Background: an optimization exercise with open tools, aiming at small area, a short achievable clock period and few clock cycles per item. Do not read the settings as production practice. RTL that was checked went through simulation tests only; none was proved equivalent to the original. Function not checked in runs 1 and 4 to 7: the RTL went through the layout flow alone. Power figures rest on the tool's default switching activity, not on a simulated workload.

===== flow/config.mk =====
export PLATFORM = sky130hd
export DESIGN_NAME = boundary_prefix_search
export DESIGN_NICKNAME = boundary_prefix_search
export VERILOG_FILES = /design/flow/design.v
export SDC_FILE = /design/flow/constraint.sdc
export NUM_CORES = 4
export LEC_CHECK = 0
export ABC_CLOCK_PERIOD_IN_PS = 2500
export CAP_MARGIN = 20
export CORE_MARGIN = 2
export CORE_UTILIZATION = 40
export CTS_CLUSTER_DIAMETER = 100
export CTS_CLUSTER_SIZE = 30
export SETUP_SLACK_MARGIN = 4.87
export SLEW_MARGIN = 20

===== flow/constraint.sdc =====
create_clock -name core_clock -period 7.5 [get_ports {clk_i}]
set_input_delay 1.5000 -clock core_clock [delete_from_list [all_inputs] [get_ports {clk_i}]]
set_output_delay 1.5000 -clock core_clock [all_outputs]
set_load 0.01 [all_outputs]

===== flow/design.v =====
package bps_pkg;
  localparam int unsigned PATTERN_WORDS = 7;
  localparam int unsigned CFG_DATA_W    = 64;
  localparam int unsigned CFG_IDX_W     = 3;
  localparam int unsigned LEN_W         = 6;
  localparam int unsigned START_W       = 16;
  typedef enum logic [CFG_IDX_W-1:0] {
    CFG_BOUNDARY_LENGTH = 3'd0,
    CFG_PATTERN_WORD_0  = 3'd1,
    CFG_PATTERN_WORD_1  = 3'd2,
    CFG_PATTERN_WORD_2  = 3'd3,
    CFG_PATTERN_WORD_3  = 3'd4,
    CFG_PATTERN_WORD_4  = 3'd5,
    CFG_PATTERN_WORD_5  = 3'd6,
    CFG_PATTERN_WORD_6  = 3'd7
  } cfg_idx_e;
  typedef struct packed {
    logic [7:0] data_byte;
    logic       last_byte;
  } in_t;
  typedef struct packed {
    logic               found;
    logic               full_res;
    logic [START_W-1:0] match_start;
    logic [LEN_W-1:0]   bytes_missing;
  } out_t;
endpackage
module boundary_prefix_search #(
  parameter int unsigned      MAX_BOUNDARY   = 56,
  parameter longint unsigned  MAX_STRING_LEN = 65536
) (
  input  logic                                clk_i,
  input  logic                                rst_ni,
  input  logic                                in_valid_i,
  output logic                                in_stall_o,
  input  logic [8:0]                          in_data_i,
  output logic                                out_valid_o,
  input  logic                                out_stall_i,
  output logic [23:0]                         out_data_o,
  input  logic                                cfg_we_i,
  input  logic [2:0]                          cfg_idx_i,
  input  logic [63:0]                         cfg_data_i
);
  localparam int unsigned NB = 56;
  logic [5:0]         lenm1_q;            
  logic [NB-1:0][7:0] pat_q;
  logic [6:0]         wv_q;               
  logic [5:0]         lenm1_d;
  always_comb begin
    if (cfg_data_i[5:0] == 6'd0)       lenm1_d = 6'd0;
    else if (cfg_data_i[5:0] > 6'd56)  lenm1_d = 6'd55;
    else                               lenm1_d = cfg_data_i[5:0] - 6'd1;
  end
  always_ff @(posedge clk_i or negedge rst_ni) begin
    if (!rst_ni) begin
      lenm1_q <= 6'd0;
      wv_q    <= '0;
    end else if (cfg_we_i) begin
      if (cfg_idx_i == 3'd0) lenm1_q <= lenm1_d;
      else                   wv_q[cfg_idx_i - 3'd1] <= 1'b1;
    end
  end
  always_ff @(posedge clk_i) begin
    for (int w = 0; w < 7; w++) begin
      if (cfg_we_i && cfg_idx_i == 3'(w + 1)) begin
        for (int j = 0; j < 8; j++) pat_q[w*8 + j] <= cfg_data_i[j*8 +: 8];
      end
    end
  end
  logic stall_q;
  logic s1_valid_q, l_valid_q, l_last_q, l_ph_q, out_valid_q;
  logic s1_ready, l_ready, out_free, move;
  logic s1_valid_d, l_valid_d, l_last_d, l_ph_d, out_valid_d;
  logic [7:0] s1_byte_q;
  logic       s1_zero_q;                  
  logic       s1_last_q;
  assign out_free = !out_valid_q || !out_stall_i;
  assign l_ready  = !l_valid_q || !l_last_q || (l_ph_q && out_free);
  assign s1_ready = !s1_valid_q || l_ready;
  assign move     = l_valid_q && l_last_q && l_ph_q && out_free;
  always_comb begin
    s1_valid_d  = s1_ready ? (in_valid_i && !stall_q) : s1_valid_q;
    l_valid_d   = l_ready ? s1_valid_q : l_valid_q;
    l_last_d    = l_ready ? (s1_valid_q && s1_last_q) : l_last_q;
    l_ph_d      = l_valid_q && l_last_q && !l_ready;
    out_valid_d = move || (out_valid_q && out_stall_i);
  end
  always_ff @(posedge clk_i or negedge rst_ni) begin
    if (!rst_ni) begin
      stall_q     <= 1'b0;
      s1_valid_q  <= 1'b0;
      l_valid_q   <= 1'b0;
      l_last_q    <= 1'b0;
      l_ph_q      <= 1'b0;
      out_valid_q <= 1'b0;
    end else begin
      stall_q     <= s1_valid_d && l_valid_d && l_last_d && (!l_ph_d || out_valid_d);
      l_ph_q      <= l_ph_d;
      s1_valid_q  <= s1_valid_d;
      l_valid_q   <= l_valid_d;
      l_last_q    <= l_last_d;
      out_valid_q <= out_valid_d;
    end
  end
  always_ff @(posedge clk_i) begin
    if (s1_ready) begin
      s1_byte_q  <= in_data_i[8:1];
      s1_zero_q  <= (in_data_i[8:1] == 8'd0);
      s1_last_q <= in_data_i[0];
    end
  end
  logic [NB-1:0] live_q, live_d, hit;
  logic [15:0]   pcnt_q, pcnt_d;          
  logic          first_q;                 
  logic          full_seen_q;
  logic          full_now;
  logic          l_take;
  logic          at_lim;
  logic          zbyte;
  assign l_take = s1_valid_q && l_ready;
  always_comb begin
    zbyte = s1_zero_q;
    for (int k = 0; k < NB; k++) begin
      hit[k] = wv_q[k/8] ? (pat_q[k] == s1_byte_q) : zbyte;
    end
    at_lim    = !first_q && (pcnt_q == 16'hFFFF);
    live_d[0] = hit[0] && !at_lim;
    for (int k = 1; k < NB; k++) begin
      live_d[k] = hit[k] && live_q[k-1] && !first_q && !at_lim;
    end
    if (first_q)                                                   pcnt_d = 16'd1;
    else if (pcnt_q == 16'hFFFF || full_seen_q || (l_valid_q && full_now)) pcnt_d = pcnt_q;
    else                                                           pcnt_d = pcnt_q + 16'd1;
  end
  always_ff @(posedge clk_i or negedge rst_ni) begin
    if (!rst_ni) begin
      first_q     <= 1'b1;
      full_seen_q <= 1'b0;
    end else begin
      if (l_take) first_q <= s1_last_q;
      if (l_valid_q && l_ready) full_seen_q <= !l_last_q && (full_seen_q || full_now);
    end
  end
  always_ff @(posedge clk_i) begin
    if (l_take) begin
      live_q <= live_d;
      pcnt_q <= pcnt_d;
    end
  end
  logic [63:0] scan;
  logic        tail_hit;
  logic [5:0]  tail_k;
  logic [31:0] v1;  logic [31:0][0:0] i1;
  logic [15:0] v2;  logic [15:0][1:0] i2;
  logic [7:0]  v3;  logic [7:0][2:0]  i3;
  logic [3:0]  v4;  logic [3:0][3:0]  i4;
  logic [1:0]  v5;  logic [1:0][4:0]  i5;
  always_comb begin
    full_now = live_q[lenm1_q];
    scan     = 64'(live_q);
    for (int n = 0; n < 32; n++) begin
      v1[n] = scan[2*n+1] | scan[2*n];
      i1[n] = scan[2*n+1];
    end
    for (int n = 0; n < 16; n++) begin
      v2[n] = v1[2*n+1] | v1[2*n];
      i2[n] = v1[2*n+1] ? {1'b1, i1[2*n+1]} : {1'b0, i1[2*n]};
    end
    for (int n = 0; n < 8; n++) begin
      v3[n] = v2[2*n+1] | v2[2*n];
      i3[n] = v2[2*n+1] ? {1'b1, i2[2*n+1]} : {1'b0, i2[2*n]};
    end
    for (int n = 0; n < 4; n++) begin
      v4[n] = v3[2*n+1] | v3[2*n];
      i4[n] = v3[2*n+1] ? {1'b1, i3[2*n+1]} : {1'b0, i3[2*n]};
    end
    for (int n = 0; n < 2; n++) begin
      v5[n] = v4[2*n+1] | v4[2*n];
      i5[n] = v4[2*n+1] ? {1'b1, i4[2*n+1]} : {1'b0, i4[2*n]};
    end
    tail_hit = v5[1] | v5[0];
    tail_k   = v5[1] ? {1'b1, i5[1]} : {1'b0, i5[0]};
  end
  function automatic logic [6:0] add_inv6(input logic [5:0] a, input logic [5:0] b,
                                          input logic ci);
    logic [5:0] x, g0, t0, g1, t1, g2, t2, g3;
    logic [6:0] c;
    x  = a ^ ~b;
    g0 = a & ~b;
    t0 = a | ~b;
    g0[0] = g0[0] | (t0[0] & ci);
    for (int i = 0; i < 6; i++) begin
      g1[i] = (i >= 1) ? (g0[i] | (t0[i] & g0[i-1])) : g0[i];
      t1[i] = (i >= 1) ? (t0[i] & t0[i-1]) : 1'b0;
    end
    for (int i = 0; i < 6; i++) begin
      g2[i] = (i >= 2) ? (g1[i] | (t1[i] & g1[i-2])) : g1[i];
      t2[i] = (i >= 2) ? (t1[i] & t1[i-2]) : 1'b0;
    end
    for (int i = 0; i < 6; i++) begin
      g3[i] = (i >= 4) ? (g2[i] | (t2[i] & g2[i-4])) : g2[i];
    end
    c = {g3, ci};
    add_inv6 = {c[6], x ^ c[5:0]};
  endfunction
  function automatic logic [9:0] dec10(input logic [9:0] a);
    for (int i = 0; i < 10; i++) begin
      dec10[i] = a[i] ^ ~(|(a & ((10'd1 << i) - 10'd1)));
    end
  endfunction
  logic        r_full_q, r_hit_q;
  logic [5:0]  r_sub_q;
  always_ff @(posedge clk_i) begin
    r_full_q <= full_seen_q || full_now;
    r_hit_q  <= full_seen_q || full_now || tail_hit;
    r_sub_q  <= (full_seen_q || full_now) ? lenm1_q : tail_k;
  end
  logic [6:0]  lo;
  logic [9:0]  hi_m1;
  logic [23:0] res;
  always_comb begin
    hi_m1 = dec10(pcnt_q[15:6]);
    lo    = add_inv6(pcnt_q[5:0], r_sub_q, 1'b0);
    res   = '0;
    if (r_hit_q) begin
      res[23]   = 1'b1;
      res[22]   = r_full_q;
      res[21:6] = {lo[6] ? pcnt_q[15:6] : hi_m1, lo[5:0]};
      res[5:0]  = add_inv6(lenm1_q, r_sub_q, 1'b1);
    end
  end
  logic [23:0] out_q;
  always_ff @(posedge clk_i) begin
    if (move) out_q <= res;
  end
  assign in_stall_o  = stall_q;
  assign out_valid_o = out_valid_q;
  assign out_data_o  = out_q;
endmodule

===== flow/flow/run.sh =====
#!/bin/bash
# The standard layout (the standard.sh: standard synthesis and ORFS on every step), with one
# change: the port buffers that ORFS inserts at placement are the platform's plain buf_1 rather
# than the delay cell buffer_ports picks by default; timing repair resizes them as usual.
set -euo pipefail
export BUFFER_PORTS_ARGS="-buffer_cell sky130_fd_sc_hd__buf_1"
bash standard.sh finish > standard_flow.log 2>&1

===== flow/standard.sh =====
#!/bin/bash
# synth_recipe.tcl (not shown) runs the flow's synth.tcl, then flattens the netlist and writes it again
# the make line also repeats each setting of config.mk as NAME=value (left out here)
make -C /OpenROAD-flow-scripts/flow DESIGN_CONFIG=/design/flow/config.mk WORK_HOME=/design/flow/orfs CLKGATE_MAP_FILE= SYNTH_SCRIPT=/design/flow/synth_recipe.tcl "${@:-finish}"

==> out/qor.txt, run 1 <==
vias per cell -> 5.37
CP top delay family -> simple AND/OR/NAND/NOR gates
Main synth FF type -> edfxtp_1
Ports -> 107
WP data required -> 7.84 ns
Post-Synth Adder-Cell Area -> 1.83%
Slew Viols, Final -> 0
critical path, cell by cell -> buf_12, mux4_2, or2_0, a41oi_2, nand4_2, and3_4, o41ai_4, buf_4, clkbuf_16
CP startpoint kind -> register
die area -> 67,300 sq um
Max Root-Sink Buffers -> 3
WP buf/inv -> 3
DRT Pass-1 Iters -> 5
Area Overhead vs Synth -> 11.6%
Simple-Gate Fraction of Synth Area -> 8.18%
crit path kind -> reg -> reg
hold_ws -> 0.533 ns
Syn. warnings -> 1
Final min period -> 2.71 ns
Sum Neg Setup Slack -> 0 ns
worst slew pin tran -> 0.950 ns
Worst Hold Class -> reg -> reg
Horiz. Die Dim -> 259 um
Yosys cell types -> 69
CP arrival -> 3.05 ns
FF-to-FF setup slack -> 4.79 ns
Worst path slowest cell -> mux4_2
Placer Congestion -> 0.892
gr usage total -> 20.6%
CTS Sinks -> 583
fraction of synthesized area in multiplexers -> 1.53%
hpwl dp -> 43.4 mm
fraction of registers with async set/reset -> 3.60%
M3 GR Usage -> 2.52%
CORE AREA -> 64,500 sq um
Synth Area in XOR/XNOR -> 16.1%
global-route wire length before repair -> 101 mm
Syn Std Cell Area -> 26,100 sq um
port bufs -> 106
#FFs+latches synth -> 583
global route overflow -> 0
hold path startpoint -> l_ph_q$_DFF_PN0_
Clk pin slew, worst setup/hold paths -> 0.11 ns
P per Cell Area -> 282 nW/um^2
Rel. slew slack -> 36.7%
Reg-to-Reg Start -> lenm1_q[0]$_DFFE_PN0P_
Fmax -> 369 MHz
TritonCTS buffer count -> 25
Std-Cell Rows -> 93
largest family of logic cells by synthesized area -> XOR/XNOR gates
vias in the first global route -> 14,613
M2 GR Usage -> 33.4%
worst clock skew -> 0.0370 ns
Compound-Gate Fraction of Synth Area -> 3.99%
RSZ-0062 raised after global routing -> true
FF-to-FF path depth -> 9
Cells after Synth -> 1,803
CP Capture Type -> register
Peak supply drop -> 0.000188 V
EDFF count, synth -> 554
Final Hold Viols -> 0
pin count of the biggest net entering global routing -> 65
P_leak -> 9.75 nW
die height -> 259 um
Post-DRT Antenna Nets -> 0
CTS root buf -> clkbuf_16
Hold Path End -> l_ph_q$_DFF_PN0_
worst-path maximum fanout -> 8
Post-Route Utilization -> 45.2%
CTS tree -> yes
H-tree Lvls -> 1
Clock Latency Late Sink -> 0.62 ns
Reg2Reg Capture Point -> pcnt_q[11]$_SDFFCE_PP0P_
initial DRC count -> 1,621
via count -> 14,999
DR WL/cell -> 25.0 um
met1 Resource Use GR -> 29.3%
endpoints failing setup -> 0
Max Cap Violations -> 0
crit share post-route -> 36.1%
Nets -> 2,049
syn_area_per_cell -> 14.5 sq um
sequential area share after synthesis -> 66.4%
status -> no timing/DRC/antenna violations
initial core utilization -> 40.5%
global route hottest layer -> met2
antenna violations before repair -> 3
DRC viols -> 0
post-synth net total -> 1,921
hold path depth -> 1
layout cells sized above 1 -> 9.91%
largest stage delay on the critical path -> 0.49 ns
DRT Wirelength -> 69.9 mm
[stage by stage]
step	instance area [sq um]	std cells	worst slack, ns	total power, mW
final	29100	2794	4.79	8.21
after global routing	29100	2793	4.70	8.58
after CTS	28900	2787	4.69	8.22
after detailed placement	27700	2727	3.76	6.37
after global placement	27700	2727	3.85	6.34
after floorplan	26300	1803	4.13	5.66
[final cells by class]
type                            count  area (sq um)
Clock buffer                       26           629
Fill cell                        5797         35400
Sequential cell                   583         17300
Antenna cell                        1          2.50
Tap cell                          855          1070
Multi-Input combinational cell   1100          8540
Inverter                           53           235
Timing Repair Buffer              168          1160
Clock inverter                      8           143
[flip-flops by register name, indices dropped and copies added (netlist names), 6 cells and up]
register,flops
out_q,24
live_q,56
pat_q,448
r_sub_q,6
s1_byte_q,8
pcnt_q,16
lenm1_q,6
wv_q,7
[metal layers]
metal / vias up / share of wire, %
li1: 6817 / -
met1: 7646 / 45
met2: 459 / 47
met3: 77 / 5.2
met4: 0 / 2.6
met5: - / 0
[synthesized netlist by cell type, drive strengths merged, types with 22 or more instances]
library cell	number	area, sq um
a21oi	25	136
and3	55	344
buf	32	156
clkbuf	40	150
edfxtp	554	16600
ha	35	438
inv	53	199
nand2	30	113
nand3	91	455
nor2	57	214
nor3	22	110
nor4	68	425
o21ai	52	260
xnor2	183	1600
xor2	297	2600
[layout by cell type, fill, tap and decap left out, types with 12 or more instances in the layout]
cell type,Yosys,layout
edfxtp_1,554,554
xor2_1,297,297
xnor2_1,183,183
nand3_1,91,91
buf_1,20,80
nor4_1,68,62
nor2_1,57,55
inv_1,52,49
and3_1,55,49
o21ai_0,51,47
buf_4,0,40
ha_1,35,31
nand2_1,30,28
clkbuf_16,0,26
nor3_1,22,22
a21oi_1,24,21
clkbuf_2,0,19
mux2i_1,19,17
dfrtp_1,20,17
nand2b_1,16,15
nand4_1,15,15
and2_1,15,12
[worst max path at each step]
| stage | start | end | cells after the start |
|---|---|---|---|
| after floorplan | out_stall_i | pcnt_q[0]$_SDFFCE_PP1P_ | 6 |
| after global placement | cfg_idx_i[1] | pat_q[362]$_DFFE_PP_ | 4 |
| after detailed placement | cfg_idx_i[0] | pat_q[263]$_DFFE_PP_ | 4 |
| after CTS | lenm1_q[0]$_DFFE_PN0P_ | pcnt_q[11]$_SDFFCE_PP0P_ | 8 |
| after global routing | lenm1_q[0]$_DFFE_PN0P_ | pcnt_q[11]$_SDFFCE_PP0P_ | 9 |
| final | lenm1_q[0]$_DFFE_PN0P_ | pcnt_q[11]$_SDFFCE_PP0P_ | 9 |
[kinds of logic after synthesis]
logic type,after synthesis
AOI/OAI and AO/OA,153
xor gates and xnor gates,480
adders and majority gates,37
buffers and inverters,125
DFF,583
muxes,30
and+or+nand+nor,395
[report_power, final]
part	leakage [nW]	internal [mW]	switching, mW
clock network	0.374	0.673	1.03
registers	5.41	3.99	0.366
logic	3.97	0.875	1.28
total	9.75	5.53	2.68
[timing repair]
item	in CTS	in global routing
setup buffers	18	6
endpoints found under the setup margin	527	167
cloned	8	0
pin swaps	8	3
gates resized for setup	55	49
hold buffers	0	0
==> inputs of run 2 (changes only) <==
--- a/flow/design.v
+++ b/flow/design.v
@@ -73,5 +73,4 @@
   logic s1_valid_d, l_valid_d, l_last_d, l_ph_d, out_valid_d;
   logic [7:0] s1_byte_q;
-  logic       s1_zero_q;                  
   logic       s1_last_q;
   assign out_free = !out_valid_q || !out_stall_i;
@@ -106,5 +105,4 @@
     if (s1_ready) begin
       s1_byte_q  <= in_data_i[8:1];
-      s1_zero_q  <= (in_data_i[8:1] == 8'd0);
       s1_last_q <= in_data_i[0];
     end
@@ -120,5 +118,5 @@
   assign l_take = s1_valid_q && l_ready;
   always_comb begin
-    zbyte = s1_zero_q;
+    zbyte = (s1_byte_q == 8'd0);
     for (int k = 0; k < NB; k++) begin
       hit[k] = wv_q[k/8] ? (pat_q[k] == s1_byte_q) : zbyte;
==> flow/flow/run.sh (replaced) <==
#!/bin/bash
# The standard layout (the standard.sh: standard synthesis and ORFS on every step), with two
# changes: the port buffers that ORFS inserts at placement are the platform's plain buf_1 rather
# than the delay cell buffer_ports picks by default (timing repair resizes them as usual), and
# clock tree synthesis adds no dummy loads.
set -euo pipefail
export BUFFER_PORTS_ARGS="-buffer_cell sky130_fd_sc_hd__buf_1"
export CTS_ARGS="-sink_clustering_enable -repair_clock_nets -sink_clustering_size 30 -sink_clustering_max_diameter 100 -dont_use_dummy_load"
bash standard.sh finish > standard_flow.log 2>&1
==> out/qor.txt, run 2 <==
pin count of the biggest net entering global routing -> 65
Main synth FF type -> edfxtp_1
vias per cell -> 5.30
Syn Std Cell Area -> 25,900 sq um
Setup WS post-layout -> 4.86 ns
#FFs+latches synth -> 582
crit path kind -> reg -> reg
Final Hold Viols -> 0
layout cells sized above 1 -> 6.43%
worst-path maximum fanout -> 36
initial DRC count -> 1,174
syn_area_per_cell -> 14.6 sq um
Finished Cell Area -> 28,400 sq um
gr usage total -> 19.1%
fillcell total -> 5,814
DRC viols -> 0
CP arrival -> 3.07 ns
CORE AREA -> 64,200 sq um
synth cell count leaders -> edfxtp_1, xnor2_1, nand4_1
placed cell area -> 27,400 sq um
initial core utilization -> 40.3%
vias in the first global route -> 14,346
Synth top area share -> 64.2%
endpoints failing setup -> 0
FF-to-FF path depth -> 6
Fmax -> 379 MHz
DR WL/cell -> 23.4 um
Std-Cell Rows -> 93
Rel. slew slack -> 33.1%
Area Overhead vs Synth -> 9.72%
DRT Pass-1 Iters -> 5
FF-to-FF setup slack -> 4.86 ns
Horiz. Die Dim -> 258 um
Seq pwr share -> 53.6%
CTS root buf -> clkbuf_16
via count -> 14,511
P per Cell Area -> 284 nW/um^2
sequential area share after synthesis -> 66.9%
DRT Wirelength -> 64.2 mm
Post-DRT Antenna Nets -> 0
CP startpoint kind -> register
P_leak -> 8.95 nW
Nets -> 2,002
TritonCTS buffer count -> 27
largest area contributor in the netlist -> edfxtp_1
internal power -> 5.52 mW
pre-CTS setup slack -> 3.83 ns
Max Cap Violations -> 0
Sum Neg Setup Slack -> 0 ns
placed insts -> 2,696
antenna violations before repair -> 13
Cells after Synth -> 1,773
Layout Cells excl Fill -> 2,738
count leader, synth -> edfxtp_1
clock share of power -> 19.8%
post-synth net total -> 1,891
worst clock skew -> 0.0474 ns
number of flip-flops under the largest register name -> 448
fraction of registers with async set/reset -> 3.61%
RSZ-0062 raised after global routing -> true
status -> no timing/DRC/antenna violations
global-route wire length before repair -> 94.7 mm
Placer Congestion -> 0.874
most frequent cells in the layout -> edfxtp_1, xnor2_1, nand4_1, buf_1, and3_1
Ports -> 107
crit share post-route -> 35.2%
Largest regs -> pat_q: 448 flops, live_q: 56 flops, out_q: 24 flops
most common cell after layout, fill and taps aside -> edfxtp_1
Slew Viols, Final -> 0
Switching Fraction -> 31.5%
hpwl dp -> 40.7 mm
Final min period -> 2.64 ns
main area contributors after synthesis -> edfxtp_1, xnor2_1, nand4_1
hold path depth -> 1
Syn. warnings -> 1
Worst Hold Class -> reg -> reg
EDFF count, synth -> 553
Clock Latency Late Sink -> 0.60 ns
Comb pwr share -> 26.6%
Max Root-Sink Buffers -> 3
worst slew pin tran -> 1.00 ns
WP data required -> 7.93 ns
global route overflow -> 0
Net Sw Power -> 2.54 mW
CP Capture Type -> register
port bufs -> 106
Peak supply drop -> 0.000192 V
CTS Hold Buffers Added -> 0
die area -> 66,700 sq um
CTS tree -> yes
Clk pin slew, worst setup/hold paths -> 0.11 ns
CTS Sinks -> 582
die height -> 258 um
H-tree Lvls -> 1
Yosys cell types -> 61
Most flops, register -> pat_q
[run 2: cell types whose count changed after synthesis, sizes merged, moves of 26 or more]
| cell | delta |
|---|---|
| clkbuf | -26 |
| nand3 | -72 |
| xnor2 | +276 |
| nor4 | -51 |
| xor2 | -277 |
| nand4 | +98 |
[run 2: area by class of cell]
class,instances,area [sq um],share of cell area (%)
diodes,1,2.50,0.00882
clock buffers,27,676,2.38
inverters,55,239,0.842
repair buffers,138,742,2.61
flip-flops and latches,582,17300,60.9
well taps,855,1070,3.77
multi-input cells,1080,8360,29.4
[run 2: cells by family after synthesis]
group	synth area share [%]
flops	66.9
xor+xnor	16.2
simple gates	7.86
compound gates	3.92
buf+inv	1.87
fa+ha+maj	1.85
mux	1.43
[run 2: worst paths after layout]
| path | start | to |
|---|---|---|
| min | r_full_q$_DFF_P_ | out_q[22]$_SDFFCE_PN0P_ |
| min in group asynchronous | rst_ni | l_valid_q$_DFF_PN0_ |
| min reg2reg | r_full_q$_DFF_P_ | out_q[22]$_SDFFCE_PN0P_ |
| max in group asynchronous | rst_ni | lenm1_q[0]$_DFFE_PN0P_ |
| max reg2reg | s1_byte_q[4]$_DFFE_PN_ | live_q[23]$_DFFE_PP_ |
| max | s1_byte_q[4]$_DFFE_PN_ | live_q[23]$_DFFE_PP_ |
[run 2: power groups by stage]
stage               registers, mW  logic [mW]  clock network (mW)
floorplan                    4.26        1.54                   0
global placement             4.39        2.02                   0
detailed placement           4.40        2.06                   0
CTS                          4.32        2.14                1.64
global route                 4.37        2.37                1.74
finish                       4.32        2.15                1.60
[run 2: timing repair]
| item | 4_1_cts | 5_1_grt |
|---|---|---|
| gates resized for setup | 40 | 23 |
| endpoints found under the setup margin | 511 | 97 |
| cloned | 5 | 1 |
| buffers inserted | 5 | 3 |
| pin swaps | 4 | 4 |
[run 2: routing by layer]
layer / up-vias / routed length [um] / track usage (%)
met1: 7368 / 28400 / 26.6
met4: 8 / 1400 / 4.56
met5: - / 46 / 0
met3: 69 / 3580 / 2.80
met2: 391 / 30700 / 31.8
li1: 6675 / - / -
[run 2: stage by stage]
stage | power [mW] | util (%) | hold WS, ns
2_1_floorplan | 5.80 | - | 0.473
3_3_place_gp | 6.41 | 42.7 | 0.521
3_5_place_dp | 6.45 | 42.7 | 0.521
4_1_cts | 8.09 | 44.0 | 0.540
5_1_grt | 8.48 | 44.2 | 0.592
6_report | 8.06 | 44.2 | 0.544
[run 2: critical path, cell delays in order, from the launching register on]
cell and delay, ns:
edfxtp_1 0.40, buf_6 0.29, buf_6 0.30, nor4_1 0.36, nand2_1 0.36, a21oi_2 0.51, and3_1 0.23
Testbench counts of run 2, summed over its fixed seeds: cycles 140,479, bytes 139,750.
==> inputs of run 3 (changes only) <==
--- a/flow/config.mk
+++ b/flow/config.mk
@@ -9,5 +9,5 @@
 export CAP_MARGIN = 20
 export CORE_MARGIN = 2
-export CORE_UTILIZATION = 40
+export CORE_UTILIZATION = 48
 export CTS_CLUSTER_DIAMETER = 100
 export CTS_CLUSTER_SIZE = 30
==> out/qor.txt, run 3 <==
CP arrival -> 2.86 ns
global-route wire length before repair -> 93.9 mm
main area contributors after synthesis -> edfxtp_1, xnor2_1, nand4_1
pin count of the biggest net entering global routing -> 65
largest stage delay on the critical path -> 0.40 ns
Max Cap Violations -> 0
status -> no timing/DRC/antenna violations
DRC viols -> 0
Area Overhead vs Synth -> 8.61%
P per Cell Area -> 285 nW/um^2
CTS tree -> yes
Setup WS post-layout -> 4.88 ns
die area -> 55,800 sq um
Final Hold Viols -> 0
number of flip-flops under the largest register name -> 448
DRT Pass-1 Iters -> 5
Worst path slowest cell -> nor2b_4
Rel. slew slack -> 27.0%
most common cell after layout, fill and taps aside -> edfxtp_1
sequential area share after synthesis -> 66.9%
worst slew pin tran -> 1.10 ns
TritonCTS buffer count -> 24
largest area contributor in the netlist -> edfxtp_1
Syn. warnings -> 1
initial core utilization -> 48.3%
Post-DRT Antenna Nets -> 0
CP Capture Type -> register
P_leak -> 8.93 nW
syn_area_per_cell -> 14.6 sq um
post-synth net total -> 1,891
Std-Cell Rows -> 85
Register Area -> 17,300 sq um
synth cell count leaders -> edfxtp_1, xnor2_1, nand4_1
Yosys cell types -> 61
Ports -> 107
Largest regs -> pat_q: 448 flops, live_q: 56 flops, out_q: 24 flops
crit share post-route -> 34.9%
worst clock skew -> 0.0805 ns
vias per cell -> 5.67
hpwl dp -> 39.5 mm
EDFF count, synth -> 553
CTS Hold Buffers Added -> 0
port bufs -> 106
die height -> 236 um
Nets -> 1,998
Sum Neg Setup Slack -> 0 ns
pre-CTS setup slack -> 3.85 ns
endpoints failing setup -> 0
crit path kind -> in -> reg
CP startpoint kind -> input port
Horiz. Die Dim -> 236 um
#FFs+latches synth -> 582
Syn Std Cell Area -> 25,900 sq um
Placer Congestion -> 0.853
H-tree Lvls -> 1
Setup crit start -> cfg_we_i
Synth top area share -> 64.2%
Worst Hold Class -> reg -> reg
most frequent cells in the layout -> edfxtp_1, xnor2_1, nand4_1, buf_1
Most flops, register -> pat_q
Reg2Reg Capture Point -> live_q[16]$_DFFE_PP_
count leader, synth -> edfxtp_1
CTS Sinks -> 582
via count -> 14,598
Main synth FF type -> edfxtp_1
Fmax -> 382 MHz
Cells after Synth -> 1,773
fillcell total -> 4,518
global route overflow -> 0
area of the multi-input gates -> 8330 sq um
fraction of registers with async set/reset -> 3.61%
Slew Viols, Final -> 0
Peak supply drop -> 0.000202 V
critical path, cell by cell -> buf_2, nor2b_4, and2_4, buf_12
Reg-to-Reg Start -> pcnt_q[0]$_SDFFCE_PP1P_
Clock Latency Late Sink -> 0.61 ns
initial DRC count -> 1,165
RSZ-0062 raised after global routing -> true
CTS root buf -> clkbuf_16
vias in the first global route -> 14,182
# diodes -> 0
FF-to-FF setup slack -> 4.91 ns
antenna violations before repair -> 6
Clk pin slew, worst setup/hold paths -> 0.12 ns
Final min period -> 2.62 ns
Max Root-Sink Buffers -> 3
gr usage total -> 22.9%
Setup crit end -> pat_q[79]$_DFFE_PP_
layout cells sized above 1 -> 6.18%
CORE AREA -> 53,600 sq um
FF-to-FF path depth -> 6
worst-path maximum fanout -> 56
DRT Wirelength -> 64.2 mm
DR WL/cell -> 25.0 um
WP data required -> 7.75 ns
==> run 3: cell count changes in the layout (fill, tap and decap cells not counted), moves of 3 or more <==
cell | before | now
a21oi_1 | 24 | 30
o21ai_0 | 56 | 62
o21ai_1 | 10 | 4
a21oi_2 | 7 | 2
buf_4 | 21 | 16
buf_1 | 94 | 90
clkbuf_16 | 28 | 24
clkbuf_2 | 8 | 12
buf_8 | 2 | 5
==> run 3: report_power, final <==
part           switching (mW)  internal, mW
logic                    1.26         0.892
clock network           0.940         0.577
registers               0.338          3.99
==> run 3: stage by stage <==
step           std cells  hold slack [ns]  instance area [sq um]  total power [mW]  util (%)
4_1_cts             2569            0.534                  28000              7.98      52.2
6_report            2574            0.536                  28100              8.00      52.4
3_5_place_dp        2536            0.505                  27200              6.44      50.7
5_1_grt             2574            0.562                  28100              8.39      52.4
3_3_place_gp        2536            0.524                  27200              6.40      50.7
2_1_floorplan       1773            0.473                  26100              5.80         -
==> run 3: cell type report <==
class / count / share of cell area (%)
inverters: 55 / 0.851
flip-flops and latches: 582 / 61.6
multi-input cells: 1081 / 29.7
repair buffers: 136 / 2.69
well taps: 696 / 3.10
clock buffers: 24 / 2.14
==> run 3: worst min path at each step <==
stage                              startpoint                 endpoint  depth (start not counted)
after floorplan           s1_last_q$_DFFE_PN_       l_last_q$_DFF_PN0_                          1
after global placement       r_full_q$_DFF_P_  out_q[22]$_SDFFCE_PN0P_                          1
after detailed placement     r_full_q$_DFF_P_  out_q[22]$_SDFFCE_PN0P_                          1
after CTS                    r_full_q$_DFF_P_  out_q[22]$_SDFFCE_PN0P_                          1
after global routing         r_full_q$_DFF_P_  out_q[22]$_SDFFCE_PN0P_                          1
final                        r_full_q$_DFF_P_  out_q[22]$_SDFFCE_PN0P_                          1
==> run 3: timing repair <==
item | in CTS | in global routing
pin swaps | 4 | 3
endpoints found under the hold margin | 0 | 0
buffers inserted | 3 | 4
cloned | 6 | 1
setup endpoints to repair | 496 | 45
resized for setup | 36 | 27
==> run 3: cell families (layout without fill, tap and decap cells) <==
logic type | after synthesis | after routing | synth area share [%]
compound gates | 162 | 164 | 3.92
fa+ha+maj | 37 | 37 | 1.85
mux | 35 | 35 | 1.43
buf+inv | 116 | 215 | 1.87
simple gates | 362 | 366 | 7.86
xor+xnor | 479 | 479 | 16.2
flops | 582 | 582 | 66.9
==> run 3: metal layers <==
layer	wire length [um]	global-route usage (%)	part of all wire [%]	up-vias
li1	-	-	-	6669
met1	28700	32.6	45	7423
met2	30400	37.4	47	413
met3	3090	2.63	4.8	89
met4	2010	6.46	3.1	4
met5	27	0	0.042	-
==> run 3: worst max-delay path, delay by kind of cell <==
family / cells / cell delay (ns)
AND/OR/NAND/NOR: 2 / 0.71
buffers and inverters: 2 / 0.53
==> inputs of run 4 (changes only) <==
--- a/flow/design.v
+++ b/flow/design.v
@@ -69,17 +69,14 @@
   end
   logic stall_q;
-  logic s1_valid_q, l_valid_q, l_last_q, l_ph_q, out_valid_q;
-  logic s1_ready, l_ready, out_free, move;
-  logic s1_valid_d, l_valid_d, l_last_d, l_ph_d, out_valid_d;
-  logic [7:0] s1_byte_q;
-  logic       s1_last_q;
+  logic l_valid_q, l_last_q, l_ph_q, out_valid_q;
+  logic take, l_ready, out_free, move;
+  logic l_valid_d, l_last_d, l_ph_d, out_valid_d;
+  assign take     = in_valid_i && !stall_q;
   assign out_free = !out_valid_q || !out_stall_i;
   assign l_ready  = !l_valid_q || !l_last_q || (l_ph_q && out_free);
-  assign s1_ready = !s1_valid_q || l_ready;
   assign move     = l_valid_q && l_last_q && l_ph_q && out_free;
   always_comb begin
-    s1_valid_d  = s1_ready ? (in_valid_i && !stall_q) : s1_valid_q;
-    l_valid_d   = l_ready ? s1_valid_q : l_valid_q;
-    l_last_d    = l_ready ? (s1_valid_q && s1_last_q) : l_last_q;
+    l_valid_d   = l_ready ? take : l_valid_q;
+    l_last_d    = l_ready ? (take && in_data_i[0]) : l_last_q;
     l_ph_d      = l_valid_q && l_last_q && !l_ready;
     out_valid_d = move || (out_valid_q && out_stall_i);
@@ -88,5 +85,4 @@
     if (!rst_ni) begin
       stall_q     <= 1'b0;
-      s1_valid_q  <= 1'b0;
       l_valid_q   <= 1'b0;
       l_last_q    <= 1'b0;
@@ -94,16 +90,9 @@
       out_valid_q <= 1'b0;
     end else begin
-      stall_q     <= s1_valid_d && l_valid_d && l_last_d && (!l_ph_d || out_valid_d);
+      stall_q     <= l_valid_d && l_last_d && (!l_ph_d || out_valid_d);
       l_ph_q      <= l_ph_d;
-      s1_valid_q  <= s1_valid_d;
       l_valid_q   <= l_valid_d;
       l_last_q    <= l_last_d;
       out_valid_q <= out_valid_d;
-    end
-  end
-  always_ff @(posedge clk_i) begin
-    if (s1_ready) begin
-      s1_byte_q  <= in_data_i[8:1];
-      s1_last_q <= in_data_i[0];
     end
   end
@@ -116,9 +105,9 @@
   logic          at_lim;
   logic          zbyte;
-  assign l_take = s1_valid_q && l_ready;
-  always_comb begin
-    zbyte = (s1_byte_q == 8'd0);
+  assign l_take = take;                   
+  always_comb begin
+    zbyte = (in_data_i[8:1] == 8'd0);
     for (int k = 0; k < NB; k++) begin
-      hit[k] = wv_q[k/8] ? (pat_q[k] == s1_byte_q) : zbyte;
+      hit[k] = wv_q[k/8] ? (pat_q[k] == in_data_i[8:1]) : zbyte;
     end
     at_lim    = !first_q && (pcnt_q == 16'hFFFF);
@@ -136,5 +125,5 @@
       full_seen_q <= 1'b0;
     end else begin
-      if (l_take) first_q <= s1_last_q;
+      if (l_take) first_q <= in_data_i[0];
       if (l_valid_q && l_ready) full_seen_q <= !l_last_q && (full_seen_q || full_now);
     end
==> flow/run.sh (new file) <==
#!/bin/bash
# synth_recipe.tcl (not shown) runs the flow's synth.tcl, then flattens the netlist and writes it again
# the make line also repeats each setting of config.mk as NAME=value (left out here)
make -C /OpenROAD-flow-scripts/flow DESIGN_CONFIG=/design/flow/config.mk WORK_HOME=/design/flow/orfs CLKGATE_MAP_FILE= SYNTH_SCRIPT=/design/flow/synth_recipe.tcl finish
--- a/flow/config.mk
+++ b/flow/config.mk
@@ -6,10 +6,10 @@
 export NUM_CORES = 4
 export LEC_CHECK = 0
-export ABC_CLOCK_PERIOD_IN_PS = 2500
+export ABC_CLOCK_PERIOD_IN_PS = 2650
 export CAP_MARGIN = 20
 export CORE_MARGIN = 2
-export CORE_UTILIZATION = 48
+export CORE_UTILIZATION = 40
 export CTS_CLUSTER_DIAMETER = 100
 export CTS_CLUSTER_SIZE = 30
-export SETUP_SLACK_MARGIN = 4.87
+export SETUP_SLACK_MARGIN = 4.85
 export SLEW_MARGIN = 20
removed: flow/flow/run.sh
removed: flow/standard.sh
==> out/qor.txt, run 4 <==
status -> no timing/DRC/antenna violations
Most flops, register -> pat_q
CTS Hold Buffers Added -> 0
gr usage total -> 20.9%
WP buf/inv -> 2
crit path kind -> reg -> reg
CP top delay family -> compound AO/OA/AOI/OAI gates
Rel. slew slack -> 39.2%
global-route wire length before repair -> 102 mm
WP data required -> 7.83 ns
Synth top area share -> 64.1%
FF-to-FF setup slack -> 4.72 ns
Max Root-Sink Buffers -> 3
DRC viols -> 0
initial core utilization -> 40.4%
Slew Viols, Final -> 0
count leader, synth -> edfxtp_1
via count -> 14,954
Final min period -> 2.78 ns
# diodes -> 0
Worst path slowest cell -> edfxtp_1
hpwl dp -> 43.2 mm
Largest regs -> pat_q: 448 flops, live_q: 56 flops, out_q: 24 flops
TritonCTS buffer count -> 25
worst slew pin tran -> 0.909 ns
die height -> 256 um
post-synth net total -> 1,855
Peak supply drop -> 0.000186 V
main area contributors after synthesis -> edfxtp_1, xnor2_1, nand4_1
fraction of registers with async set/reset -> 3.50%
most common cell after layout, fill and taps aside -> edfxtp_1
Placer Congestion -> 0.872
worst-path maximum fanout -> 8
CTS Sinks -> 572
Worst Hold Class -> reg -> reg
endpoints failing setup -> 0
Main synth FF type -> edfxtp_1
Syn. warnings -> 1
fraction of synthesized area in multiplexers -> 1.55%
Post-DRT Antenna Nets -> 0
syn_area_per_cell -> 14.7 sq um
crit share post-route -> 37.1%
DRT Pass-1 Iters -> 7
Clk pin slew, worst setup/hold paths -> 0.11 ns
Nets -> 2,008
port bufs -> 106
synth cell count leaders -> edfxtp_1, xnor2_1, nand4_1
P per Cell Area -> 236 nW/um^2
Sum Neg Setup Slack -> 0 ns
vias in the first global route -> 14,644
largest family of logic cells by synthesized area -> XOR/XNOR gates
P_leak -> 9.45 nW
global route overflow -> 0
Synth Area in XOR/XNOR -> 16.5%
largest stage delay on the critical path -> 0.58 ns
CTS tree -> yes
Ports -> 107
Compound-Gate Fraction of Synth Area -> 3.56%
antenna violations before repair -> 6
Finished Cell Area -> 29,500 sq um
most frequent cells in the layout -> edfxtp_1, xnor2_1, nand4_1, clkdlybuf4s50_1, and3_1
Final Hold Viols -> 0
Simple-Gate Fraction of Synth Area -> 8.06%
number of flip-flops under the largest register name -> 448
pin count of the biggest net entering global routing -> 60
Fmax -> 359 MHz
Syn Std Cell Area -> 25,500 sq um
vias per cell -> 5.45
CP arrival -> 3.11 ns
Horiz. Die Dim -> 256 um
DRT Wirelength -> 70.9 mm
Max Cap Violations -> 0
CORE AREA -> 63,100 sq um
largest area contributor in the netlist -> edfxtp_1
initial DRC count -> 1,479
layout cells sized above 1 -> 11.7%
Area Overhead vs Synth -> 15.7%
EDFF count, synth -> 544
CTS root buf -> clkbuf_16
Clock Latency Late Sink -> 0.61 ns
RSZ-0062 raised after global routing -> true
Post-Synth Adder-Cell Area -> 1.88%
sequential area share after synthesis -> 66.7%
Cells after Synth -> 1,737
Yosys cell types -> 57
worst clock skew -> 0.0280 ns
Std-Cell Rows -> 92
H-tree Lvls -> 1
#FFs+latches synth -> 572
placed cell area -> 27,600 sq um
DR WL/cell -> 25.8 um
CP startpoint kind -> register
CP Capture Type -> register
die area -> 65,700 sq um
critical path, cell by cell -> mux4_2, a22o_1, a31oi_1, o2111ai_1, and3_4, and2_4, o41ai_4, buf_4, clkbuf_16
run 4: changes by cell type after synthesis, moves of 11 or more:
cell | previous run | this run
a21oi_1 | 33 | 21
nor3_1 | 8 | 21
buf_2 | 18 | 2
o21a_1 | 1 | 12
clkbuf_1 | 14 | 41
mux2i_1 | 32 | 9
run 4: stage by stage:
step	setup slack, ns	std cells	hold slack [ns]	util, %	power [mW]
after global placement	3.56	2634	0.496	43.7	5.23
final	4.72	2746	0.524	46.8	6.97
after global routing	4.61	2746	0.532	46.8	7.25
after CTS	4.72	2709	0.525	45.9	6.96
after detailed placement	3.53	2634	0.497	43.7	5.25
after floorplan	4.42	1737	0.468	-	4.81
run 4: final timing paths:
kind / from / to / cells after the start
hold / removal: r_full_q$_DFF_P_ / out_q[22]$_SDFFCE_PN0P_ / 1
hold reg to reg: r_full_q$_DFF_P_ / out_q[22]$_SDFFCE_PN0P_ / 1
max in group asynchronous: rst_ni / lenm1_q[2]$_DFFE_PN0P_ / 1
min in group asynchronous: rst_ni / lenm1_q[3]$_DFFE_PN0P_ / 1
setup reg to reg: live_q[49]$_DFFE_PP_ / pcnt_q[5]$_SDFFCE_PP0P_ / 9
setup / recovery: live_q[49]$_DFFE_PP_ / pcnt_q[5]$_SDFFCE_PP0P_ / 9
run 4: cells by family after synthesis:
family,after synthesis
DFF,572
xor gates and xnor gates,481
and+or+nand+nor,363
AOI/OAI and AO/OA,148
buffers and inverters,113
adders and majority gates,37
muxes,23
run 4: layout make-up:
class,count,area (sq um)
Sequential cell,572,17000
Multi-Input combinational cell,1063,8400
Clock buffer,28,637
Clock inverter,9,116
Timing Repair Buffer,184,2090
Inverter,44,189
Fill cell,5556,33600
Tap cell,846,1060
run 4: layer usage:
layer  global-route usage [%]  up-vias  wire [um]
met1                     28.7     7640      29300
met3                     2.57       89       4840
met2                     35.1      567      34500
met5                        0        -          0
met4                     5.60        0       2200
li1                         -     6658          -
run 4: what timing repair did:
item                                   in CTS  in global routing
endpoints found under the hold margin       0                  0
setup buffers                              22                 32
pin swaps                                  10                  4
gates resized for setup                   208                 36
setup endpoints to repair                 558                237
gates cloned                               16                  5
run 4: power by group:
| group | internal [mW] | switching [mW] |
|---|---|---|
| Clock | 0.641 | 1.00 |
| Combinational | 0.623 | 0.680 |
| Sequential | 3.76 | 0.263 |
| Total | 5.03 | 1.95 |
run 4: worst register-to-register path, stage by stage, from the launching register on:
cell,delay (ns)
edfxtp_1,0.58
mux4_2,0.55
a22o_1,0.20
a31oi_1,0.14
o2111ai_1,0.12
and3_4,0.19
and2_4,0.17
o41ai_4,0.24
buf_4,0.18
clkbuf_16,0.15
==> inputs of run 5 (changes only) <==
--- a/flow/config.mk
+++ b/flow/config.mk
@@ -6,5 +6,5 @@
 export NUM_CORES = 4
 export LEC_CHECK = 0
-export ABC_CLOCK_PERIOD_IN_PS = 2650
+export ABC_CLOCK_PERIOD_IN_PS = 2500
 export CAP_MARGIN = 20
 export CORE_MARGIN = 2
@@ -12,4 +12,4 @@
 export CTS_CLUSTER_DIAMETER = 100
 export CTS_CLUSTER_SIZE = 30
-export SETUP_SLACK_MARGIN = 4.85
+export SETUP_SLACK_MARGIN = 5.0
 export SLEW_MARGIN = 20
==> out/qor.txt, run 5 <==
status -> no timing/DRC/antenna violations
Clock Latency Late Sink -> 0.62 ns
RSZ-0062 raised after global routing -> true
CTS tree -> yes
port bufs -> 106
vias in the first global route -> 14,735
pre-CTS setup slack -> 3.54 ns
Max Root-Sink Buffers -> 3
Fmax -> 365 MHz
Synth top area share -> 64.1%
die area -> 65,700 sq um
endpoints failing setup -> 0
Reg2Reg Capture Point -> pcnt_q[9]$_SDFFCE_PP0P_
CP Capture Type -> register
global-route wire length before repair -> 106 mm
FF-to-FF path depth -> 9
PnR Total Power -> 7.19 mW
Final Hold Viols -> 0
antenna violations before repair -> 5
Setup WS post-layout -> 4.76 ns
Main synth FF type -> edfxtp_1
die height -> 256 um
Sum Neg Setup Slack -> 0 ns
count leader, synth -> edfxtp_1
gr usage total -> 22.0%
Placer Congestion -> 0.872
global route overflow -> 0
Yosys cell types -> 57
EDFF count, synth -> 544
Most flops, register -> pat_q
CTS root buf -> clkbuf_16
Max Cap Violations -> 0
DRT Pass-1 Iters -> 6
CTS Sinks -> 572
Std-Cell Rows -> 92
fraction of registers with async set/reset -> 3.50%
placed cell area -> 27,500 sq um
initial core utilization -> 40.4%
P per Cell Area -> 244 nW/um^2
crit share post-route -> 36.5%
initial DRC count -> 1,763
FF-to-FF setup slack -> 4.76 ns
Largest regs -> pat_q: 448 flops, live_q: 56 flops, out_q: 24 flops
placed insts -> 2,629
Nets -> 2,007
largest area contributor in the netlist -> edfxtp_1
Clk pin slew, worst setup/hold paths -> 0.11 ns
pin count of the biggest net entering global routing -> 59
hold_ws -> 0.522 ns
layout cells sized above 1 -> 12.8%
Reg-to-Reg Start -> lenm1_q[0]$_DFFE_PN0P_
worst-path maximum fanout -> 8
hold path startpoint -> r_full_q$_DFF_P_
Horiz. Die Dim -> 256 um
most common cell after layout, fill and taps aside -> edfxtp_1
Post-DRT Antenna Nets -> 0
main area contributors after synthesis -> edfxtp_1, xnor2_1, nand4_1
CP arrival -> 3.09 ns
hold path depth -> 1
TritonCTS buffer count -> 26
Syn. warnings -> 1
P_leak -> 9.42 nW
via count -> 15,220
#FFs+latches synth -> 572
Area Overhead vs Synth -> 15.8%
CORE AREA -> 63,100 sq um
sequential area share after synthesis -> 66.7%
DRC viols -> 0
worst slew pin tran -> 0.966 ns
hpwl dp -> 42.0 mm
# diodes -> 0
Cells after Synth -> 1,737
CP startpoint kind -> register
Layout Cells excl Fill -> 2,748
Final min period -> 2.74 ns
crit path kind -> reg -> reg
Worst Hold Class -> reg -> reg
Slew Viols, Final -> 0
post-synth net total -> 1,855
WP data required -> 7.85 ns
Hold Path End -> out_q[22]$_SDFFCE_PN0P_
Rel. slew slack -> 35.6%
worst clock skew -> 0.0238 ns
DRT Wirelength -> 74.5 mm
most frequent cells in the layout -> edfxtp_1, xnor2_1, nand4_1, clkdlybuf4s50_1, and3_1
Ports -> 107
syn_area_per_cell -> 14.7 sq um
H-tree Lvls -> 1
DR WL/cell -> 27.1 um
vias per cell -> 5.54
synth cell count leaders -> edfxtp_1, xnor2_1, nand4_1
Finished Cell Area -> 29,500 sq um
number of flip-flops under the largest register name -> 448
Post-Route Utilization -> 46.8%
Peak supply drop -> 0.000221 V
Syn Std Cell Area -> 25,500 sq um
-- run 5: cell counts after synthesis --
Identical to the previous run, type by type.
-- run 5: cells by family (layout without fill, tap and decap cells) --
| logic type | after synthesis | count (layout) | synth area share (%) |
|---|---|---|---|
| DFF | 572 | 572 | 66.7 |
| buffers and inverters | 113 | 256 | 1.73 |
| AOI/OAI and AO/OA | 148 | 149 | 3.56 |
| adders and majority gates | 37 | 37 | 1.88 |
| and+or+nand+nor | 363 | 384 | 8.06 |
| muxes | 23 | 23 | 1.55 |
| xor gates and xnor gates | 481 | 481 | 16.5 |
-- run 5: per-layer routing --
metal	vias to the layer above	global-route usage, %	wire (um)
li1	6683	-	-
met1	7769	31.8	32500
met2	656	34.5	34000
met3	108	3.33	5470
met4	4	6.27	2500
met5	-	0	27
-- run 5: worst max-delay path, stage by stage (launching register included) --
cell	delay, ns
dfrtp_4	0.49
buf_4	0.18
mux4_1	0.59
a22oi_1	0.18
nand3_1	0.12
and3_4	0.22
and2_4	0.17
o41ai_4	0.22
buf_4	0.17
clkbuf_16	0.14
-- run 5: what timing repair did --
| item | in CTS | in global routing |
|---|---|---|
| gates cloned | 25 | 5 |
| resized for setup | 248 | 41 |
| endpoints found under the setup margin | 629 | 265 |
| hold buffers | 0 | 0 |
| pin swaps | 13 | 14 |
| setup buffers | 31 | 17 |
| endpoints found under the hold margin | 0 | 0 |
-- run 5: area by class of cell --
class	count	area (sq um)
fill	5621	33600
sequential	572	17000
multi-input combinational	1074	8530
timing repair buffer	171	1890
tap	846	1060
clock buffer	28	679
inverter	44	201
clock inverter	13	144
-- run 5: how the worst max path moves through the flow --
stage                            from                       to  cells after the start
2_1_floorplan              in_valid_i  pcnt_q[0]$_SDFFCE_PP1P_                      4
3_3_place_gp             in_data_i[3]     live_q[41]$_DFFE_PP_                      6
3_5_place_dp             in_data_i[3]     live_q[42]$_DFFE_PP_                      6
4_1_cts        lenm1_q[0]$_DFFE_PN0P_  pcnt_q[6]$_SDFFCE_PP0P_                      8
5_1_grt        lenm1_q[0]$_DFFE_PN0P_  pcnt_q[9]$_SDFFCE_PP0P_                      9
6_report       lenm1_q[0]$_DFFE_PN0P_  pcnt_q[9]$_SDFFCE_PP0P_                      9
-- run 5: where the power goes --
part	internal [mW]	leakage (nW)	total (mW)	switching (mW)
clock	0.691	0.397	1.75	1.06
sequential	3.76	5.29	4.01	0.250
combinational	0.674	3.73	1.42	0.746
total	5.13	9.42	7.19	2.06
==> inputs of run 6 (changes only) <==
==> flow/flow/run.sh (new file) <==
#!/bin/bash
# The standard layout (the standard.sh: standard synthesis and ORFS on every step), with one
# change: the port buffers that ORFS inserts at placement are the platform's plain buf_1 rather
# than the delay cell buffer_ports picks by default; timing repair resizes them as usual.
set -euo pipefail
export BUFFER_PORTS_ARGS="-buffer_cell sky130_fd_sc_hd__buf_1"
bash standard.sh finish > standard_flow.log 2>&1
==> flow/standard.sh (new file) <==
#!/bin/bash
# synth_recipe.tcl (not shown) runs the flow's synth.tcl, then flattens the netlist and writes it again
# the make line also repeats each setting of config.mk as NAME=value (left out here)
make -C /OpenROAD-flow-scripts/flow DESIGN_CONFIG=/design/flow/config.mk WORK_HOME=/design/flow/orfs CLKGATE_MAP_FILE= SYNTH_SCRIPT=/design/flow/synth_recipe.tcl "${@:-finish}"
--- a/flow/config.mk
+++ b/flow/config.mk
@@ -12,4 +12,4 @@
 export CTS_CLUSTER_DIAMETER = 100
 export CTS_CLUSTER_SIZE = 30
-export SETUP_SLACK_MARGIN = 5.0
+export SETUP_SLACK_MARGIN = 4.87
 export SLEW_MARGIN = 20
removed: flow/run.sh
==> out/qor.txt, run 6 <==
CP Capture Type -> register
Horiz. Die Dim -> 256 um
initial DRC count -> 1,828
critical path's most frequent cell -> buf_12
Slew Viols, Final -> 0
EDFF count, synth -> 544
vias in the first global route -> 14,995
CP arrival -> 3.08 ns
#FFs+latches synth -> 572
most frequent cells in the layout -> edfxtp_1, xnor2_1, nand4_1, buf_1, o21ai_0
Main synth FF type -> edfxtp_1
area of the multi-input gates -> 8410 sq um
placed insts -> 2,633
sequential area share after synthesis -> 66.7%
Peak supply drop -> 0.000170 V
worst slew pin tran -> 0.903 ns
hpwl dp -> 43.1 mm
via count -> 15,033
FF-to-FF setup slack -> 4.74 ns
Yosys cell types -> 57
H-tree Lvls -> 1
TritonCTS buffer count -> 25
Largest regs -> pat_q: 448 flops, live_q: 56 flops, out_q: 24 flops
Post-Route Utilization -> 45.6%
Worst Hold Class -> reg -> reg
placed cell area -> 27,000 sq um
number of flip-flops under the largest register name -> 448
Placer Congestion -> 0.904
CTS root buf -> clkbuf_16
Reg-to-Reg Start -> lenm1_q[0]$_DFFE_PN0P_
pin count of the biggest net entering global routing -> 65
main area contributors after synthesis -> edfxtp_1, xnor2_1, nand4_1
Synth top area share -> 64.1%
Finished Cell Area -> 28,800 sq um
initial core utilization -> 40.4%
hold path startpoint -> r_full_q$_DFF_P_
global-route wire length before repair -> 104 mm
RSZ-0062 raised after global routing -> true
largest area contributor in the netlist -> edfxtp_1
internal power -> 5.03 mW
critical path, cell by cell -> buf_12, mux4_2, a22o_1, a31oi_1, o2111ai_1, and3_4, and2_1, o41ai_4, buf_12
CTS tree -> yes
endpoints failing setup -> 0
status -> no timing/DRC/antenna violations
synth cell count leaders -> edfxtp_1, xnor2_1, nand4_1
CP startpoint kind -> register
Cells after Synth -> 1,737
Rel. slew slack -> 39.8%
die area -> 65,700 sq um
antenna violations before repair -> 5
Setup WS post-layout -> 4.74 ns
Worst path slowest cell -> dfrtp_4
FF-to-FF path depth -> 9
post-synth net total -> 1,855
layout cells sized above 1 -> 9.95%
Setup crit end -> pcnt_q[14]$_SDFFCE_PP0P_
Clock Latency Late Sink -> 0.64 ns
vias per cell -> 5.51
worst clock skew -> 0.0470 ns
Clk pin slew, worst setup/hold paths -> 0.12 ns
DR WL/cell -> 26.2 um
Setup crit start -> lenm1_q[0]$_DFFE_PN0P_
fraction of registers with async set/reset -> 3.50%
CTS Sinks -> 572
count leader, synth -> edfxtp_1
clock share of power -> 24.5%
crit share post-route -> 36.8%
Nets -> 1,986
Post-DRT Antenna Nets -> 0
DRC viols -> 0
Seq pwr share -> 57.3%
Layout Cells excl Fill -> 2,728
syn_area_per_cell -> 14.7 sq um
hold_ws -> 0.552 ns
Final min period -> 2.76 ns
Reg2Reg Capture Point -> pcnt_q[14]$_SDFFCE_PP0P_
DRT Pass-1 Iters -> 5
Ports -> 107
global route overflow -> 0
Max Root-Sink Buffers -> 3
port bufs -> 106
DRT Wirelength -> 71.6 mm
Area Overhead vs Synth -> 12.9%
Register Area -> 17,000 sq um
PnR Total Power -> 7.02 mW
Fmax -> 363 MHz
pre-CTS setup slack -> 3.34 ns
Switching Fraction -> 28.4%
CTS Hold Buffers Added -> 0
Max Cap Violations -> 0
worst-path maximum fanout -> 16
Final Hold Viols -> 0
most common cell after layout, fill and taps aside -> edfxtp_1
largest stage delay on the critical path -> 0.50 ns
Sum Neg Setup Slack -> 0 ns
Net Sw Power -> 1.99 mW
fillcell total -> 5,671
gr usage total -> 21.5%
crit path kind -> reg -> reg
die height -> 256 um
Comb pwr share -> 18.2%
Std-Cell Rows -> 92
P per Cell Area -> 244 nW/um^2
Syn Std Cell Area -> 25,500 sq um
WP data required -> 7.83 ns
Most flops, register -> pat_q
P_leak -> 9.08 nW
CORE AREA -> 63,100 sq um
Syn. warnings -> 1
==> run 6: cell counts after synthesis <==
Identical to the previous run, type by type.
==> run 6: power groups by stage <==
stage	Combinational [mW]	Clock (mW)	Sequential (mW)
floorplan	0.863	0	3.95
CTS	1.26	1.74	4.01
global route	1.41	1.84	4.04
global placement	1.11	0	4.09
detailed placement	1.14	0	4.10
finish	1.28	1.72	4.02
==> run 6: how the worst min path moves through the flow <==
stage	depth (start not counted)	endpoint
4_1_cts	1	out_q[22]$_SDFFCE_PN0P_
3_5_place_dp	1	out_q[22]$_SDFFCE_PN0P_
3_3_place_gp	1	out_q[22]$_SDFFCE_PN0P_
5_1_grt	1	out_q[22]$_SDFFCE_PN0P_
2_1_floorplan	0	out_q[23]$_DFFE_PP_
6_report	1	out_q[22]$_SDFFCE_PN0P_
==> run 6: layout make-up <==
cell class / instances / area share, %
inverter: 44 / 0.700
antenna: 3 / 0.0261
multi-input combinational: 1064 / 29.2
clock inverter: 8 / 0.504
timing repair buffer: 161 / 4.52
sequential: 572 / 59.1
tap: 846 / 3.68
clock buffer: 30 / 2.24
==> run 6: repair_timing <==
action / in CTS / in global routing
buffers inserted: 29 / 7
endpoints found under the setup margin: 551 / 96
cloned: 17 / 1
gates resized for setup: 86 / 33
pin swaps: 12 / 5
==> run 6: kinds of logic (layout without fill, tap and decap cells) <==
family                     count (synthesis)  in the layout  synth area share [%]
AOI/OAI and AO/OA                        148            148                  3.56
xor gates and xnor gates                 481            481                  16.5
adders and majority gates                 37             37                  1.88
buffers and inverters                    113            243                  1.73
DFF                                      572            572                  66.7
muxes                                     23             23                  1.55
other                                      0              3                     0
and+or+nand+nor                          363            375                  8.06
==> run 6: critical path: cells and delay by family (launching register included) <==
kind / cells / cell delay [ns]
compound gates: 4 / 0.78
flops: 1 / 0.50
mux: 1 / 0.46
simple gates: 2 / 0.39
buf+inv: 2 / 0.35
==> run 6: metal layers <==
layer | routed length (um) | global-route usage [%]
met4 | 2370 | 6.22
met2 | 34000 | 35.5
met3 | 4910 | 2.43
met1 | 30300 | 30.0
met5 | 13 | 0
==> inputs of run 7 (changes only) <==
--- a/flow/design.v
+++ b/flow/design.v
@@ -68,10 +68,11 @@
     end
   end
-  logic stall_q;
-  logic l_valid_q, l_last_q, l_ph_q, out_valid_q;
+  logic stall_q, ready_q;
+  logic l_valid_q, l_last_q, l_ph_q, out_valid_q, out_idle_q;
+  logic stall_d;
   logic take, l_ready, out_free, move;
   logic l_valid_d, l_last_d, l_ph_d, out_valid_d;
-  assign take     = in_valid_i && !stall_q;
-  assign out_free = !out_valid_q || !out_stall_i;
+  assign take     = in_valid_i && ready_q;
+  assign out_free = out_idle_q || !out_stall_i;
   assign l_ready  = !l_valid_q || !l_last_q || (l_ph_q && out_free);
   assign move     = l_valid_q && l_last_q && l_ph_q && out_free;
@@ -80,9 +81,12 @@
     l_last_d    = l_ready ? (take && in_data_i[0]) : l_last_q;
     l_ph_d      = l_valid_q && l_last_q && !l_ready;
-    out_valid_d = move || (out_valid_q && out_stall_i);
+    out_valid_d = move || (!out_idle_q && out_stall_i);
+    stall_d     = l_valid_d && l_last_d && (!l_ph_d || out_valid_d);
   end
   always_ff @(posedge clk_i or negedge rst_ni) begin
     if (!rst_ni) begin
       stall_q     <= 1'b0;
+      ready_q     <= 1'b1;
+      out_idle_q  <= 1'b1;
       l_valid_q   <= 1'b0;
       l_last_q    <= 1'b0;
@@ -90,5 +94,7 @@
       out_valid_q <= 1'b0;
     end else begin
-      stall_q     <= l_valid_d && l_last_d && (!l_ph_d || out_valid_d);
+      stall_q     <= stall_d;
+      ready_q     <= !stall_d;
+      out_idle_q  <= !out_valid_d;
       l_ph_q      <= l_ph_d;
       l_valid_q   <= l_valid_d;
@@ -100,5 +106,5 @@
   logic [15:0]   pcnt_q, pcnt_d;          
   logic          first_q;                 
-  logic          full_seen_q;
+  logic          full_seen_q, extra_q;
   logic          full_now;
   logic          l_take;
@@ -117,5 +123,5 @@
     end
     if (first_q)                                                   pcnt_d = 16'd1;
-    else if (pcnt_q == 16'hFFFF || full_seen_q || (l_valid_q && full_now)) pcnt_d = pcnt_q;
+    else if (pcnt_q == 16'hFFFF || full_seen_q)                   pcnt_d = pcnt_q;
     else                                                           pcnt_d = pcnt_q + 16'd1;
   end
@@ -124,7 +130,12 @@
       first_q     <= 1'b1;
       full_seen_q <= 1'b0;
+      extra_q     <= 1'b0;
     end else begin
       if (l_take) first_q <= in_data_i[0];
-      if (l_valid_q && l_ready) full_seen_q <= !l_last_q && (full_seen_q || full_now);
+      if (l_valid_q && l_ready) begin
+        full_seen_q <= !l_last_q && (full_seen_q || full_now);
+        extra_q     <= !l_last_q && (extra_q || (full_now && !full_seen_q && l_take &&
+                                                 pcnt_q != 16'hFFFF));
+      end
     end
   end
@@ -201,5 +212,5 @@
     r_full_q <= full_seen_q || full_now;
     r_hit_q  <= full_seen_q || full_now || tail_hit;
-    r_sub_q  <= (full_seen_q || full_now) ? lenm1_q : tail_k;
+    r_sub_q  <= (full_seen_q || full_now) ? (extra_q ? lenm1_q + 6'd1 : lenm1_q) : tail_k;
   end
   logic [6:0]  lo;
@@ -214,5 +225,5 @@
       res[22]   = r_full_q;
       res[21:6] = {lo[6] ? pcnt_q[15:6] : hi_m1, lo[5:0]};
-      res[5:0]  = add_inv6(lenm1_q, r_sub_q, 1'b1);
+      res[5:0]  = r_full_q ? 6'd0 : add_inv6(lenm1_q, r_sub_q, 1'b1);
     end
   end
==> flow/run.sh (new file) <==
#!/bin/bash
# synth_recipe.tcl (not shown) runs the flow's synth.tcl, then flattens the netlist and writes it again
# the make line also repeats each setting of config.mk as NAME=value (left out here)
make -C /OpenROAD-flow-scripts/flow DESIGN_CONFIG=/design/flow/config.mk WORK_HOME=/design/flow/orfs CLKGATE_MAP_FILE= SYNTH_SCRIPT=/design/flow/synth_recipe.tcl finish
--- a/flow/config.mk
+++ b/flow/config.mk
@@ -12,4 +12,4 @@
 export CTS_CLUSTER_DIAMETER = 100
 export CTS_CLUSTER_SIZE = 30
-export SETUP_SLACK_MARGIN = 4.87
+export SETUP_SLACK_MARGIN = 5.0
 export SLEW_MARGIN = 20
removed: flow/flow/run.sh
removed: flow/standard.sh
==> out/qor.txt, run 7 <==
placed cell area -> 28,200 sq um
sequential area share after synthesis -> 65.5%
H-tree Lvls -> 1
P_leak -> 10.9 nW
Worst path slowest cell -> a2111oi_4
PnR Total Power -> 6.98 mW
EDFF count, synth -> 544
worst-path maximum fanout -> 5
main area contributors after synthesis -> edfxtp_1, xor2_1, xnor2_1
Most flops, register -> pat_q
Sum Neg Setup Slack -> 0 ns
Placer Congestion -> 0.914
Cells after Synth -> 1,839
status -> no timing/DRC/antenna violations
Synth top area share -> 62.7%
Final min period -> 2.65 ns
CORE AREA -> 64,500 sq um
CTS Hold Buffers Added -> 0
syn_area_per_cell -> 14.2 sq um
die height -> 259 um
Area Overhead vs Synth -> 21.7%
#FFs+latches synth -> 575
DRC viols -> 0
Largest regs -> pat_q: 448 flops, live_q: 56 flops, out_q: 24 flops
endpoints failing setup -> 0
# diodes -> 0
Layout Cells excl Fill -> 2,922
initial core utilization -> 40.4%
crit share post-route -> 35.3%
CP startpoint kind -> input port
antenna violations before repair -> 1
DR WL/cell -> 28.0 um
global route overflow -> 0
global-route wire length before repair -> 117 mm
FF-to-FF setup slack -> 5.02 ns
Post-Route Utilization -> 49.2%
CP arrival -> 3.08 ns
pin count of the biggest net entering global routing -> 32
fraction of registers with async set/reset -> 4.00%
CP top delay family -> buffers and inverters
die area -> 67,200 sq um
Peak supply drop -> 0.000181 V
largest area contributor in the netlist -> edfxtp_1
most frequent cells in the layout -> edfxtp_1, xor2_1, xnor2_1, nand3_1, buf_4
Horiz. Die Dim -> 259 um
CTS tree -> yes
largest stage delay on the critical path -> 0.36 ns
hpwl dp -> 45.1 mm
gr usage total -> 24.1%
P per Cell Area -> 220 nW/um^2
Clock Latency Late Sink -> 0.63 ns
Rel. slew slack -> 28.2%
CTS Sinks -> 575
Syn Std Cell Area -> 26,100 sq um
Nets -> 2,175
CP Capture Type -> register
WP buf/inv -> 4
synth cell count leaders -> edfxtp_1, xor2_1, xnor2_1
layout cells sized above 1 -> 20.0%
Max Root-Sink Buffers -> 3
Post-DRT Antenna Nets -> 0
Yosys cell types -> 65
number of flip-flops under the largest register name -> 448
RSZ-0062 raised after global routing -> true
Ports -> 107
via count -> 16,553
Finished Cell Area -> 31,700 sq um
DRT Pass-1 Iters -> 5
hold_ws -> 0.548 ns
Fmax -> 377 MHz
crit path kind -> in -> reg
Clk pin slew, worst setup/hold paths -> 0.11 ns
pre-CTS setup slack -> 3.31 ns
initial DRC count -> 2,044
port bufs -> 106
placed insts -> 2,726
Setup WS post-layout -> 4.85 ns
post-synth net total -> 1,958
vias in the first global route -> 15,891
Worst Hold Class -> reg -> reg
TritonCTS buffer count -> 25
CTS root buf -> clkbuf_16
critical path's most frequent cell -> buf_16
worst slew pin tran -> 1.08 ns
Syn. warnings -> 1
Slew Viols, Final -> 0
worst clock skew -> 0.0550 ns
Max Cap Violations -> 0
most common cell after layout, fill and taps aside -> edfxtp_1
vias per cell -> 5.66
Main synth FF type -> edfxtp_1
count leader, synth -> edfxtp_1
Std-Cell Rows -> 93
Final Hold Viols -> 0
DRT Wirelength -> 81.8 mm
critical path, cell by cell -> buf_16, buf_16, buf_12, buf_4, xor2_1, nor4_2, nand4_1, a2111oi_4
WP data required -> 7.93 ns
run 7: changes by cell type after synthesis, moves of 10 or more:
cell / change
xnor2_1: -259
xor2_1: +257
nand4_1: -100
nand3_1: +92
nor4_1: +50
buf_2: +18
nor2_1: +16
a21oi_1: +13
nand2_1: -12
and3_1: -10
run 7: what timing repair did:
item | CTS | global route
cloned | 41 | 2
setup buffers | 71 | 44
gates resized for setup | 278 | 73
setup endpoints to repair | 664 | 170
pin swaps | 50 | 67
run 7: path summary, 6_finish.rpt:
| kind | from | end | depth (start not counted) |
|---|---|---|---|
| worst max-delay path | in_data_i[3] | live_q[19]$_DFFE_PP_ | 8 |
| worst min-delay path | r_hit_q$_DFF_P_ | out_q[23]$_DFFE_PP_ | 0 |
| worst max register to register | live_q[20]$_DFFE_PP_ | r_sub_q[0]$_DFF_P_ | 6 |
| worst min register to register | r_hit_q$_DFF_P_ | out_q[23]$_DFFE_PP_ | 0 |
| max in group asynchronous | rst_ni | lenm1_q[1]$_DFFE_PN0P_ | 1 |
| min in group asynchronous | rst_ni | out_valid_q$_DFF_PN0_ | 1 |
run 7: cells by family after synthesis:
group / share of synthesized area [%]
flops: 65.5
xor+xnor: 16.1
simple gates: 8.68
compound gates: 4.13
buf+inv: 2.18
fa+ha+maj: 1.88
mux: 1.48
run 7: layout make-up:
type                            count  area [sq um]
Clock buffer                       29           683
Clock inverter                      9           109
Fill cell                        5490         32800
Inverter                           54           239
Multi-Input combinational cell   1146          9460
Sequential cell                   575         17100
Tap cell                          855          1070
Timing Repair Buffer              253          3060
Timing Repair inverter              1          7.51
run 7: report_power, final:
group          internal (mW)  leakage [nW]  total [mW]  switching [mW]
Sequential              3.73          5.32        3.97           0.237
Clock                  0.680         0.382        1.72            1.04
Combinational          0.562          5.17        1.29           0.727
run 7: routing by layer:
| metal | global-route usage (%) | up-vias | part of all wire [%] |
|---|---|---|---|
| li1 | - | 7169 | - |
| met1 | 34.2 | 8453 | 42 |
| met2 | 39.1 | 799 | 47 |
| met3 | 3.12 | 132 | 7.7 |
| met4 | 6.77 | 0 | 3.3 |
| met5 | 0 | - | 0 |

Re-timed with assumed drivers on the ports (clkbuf_16 on the clock, buf_2 on other inputs), run 7 has 4.789 ns of setup slack against 4.849 ns with ideal ports, and 4.128 ns once port delays also move by the mid clock arrival of 0.666 ns.
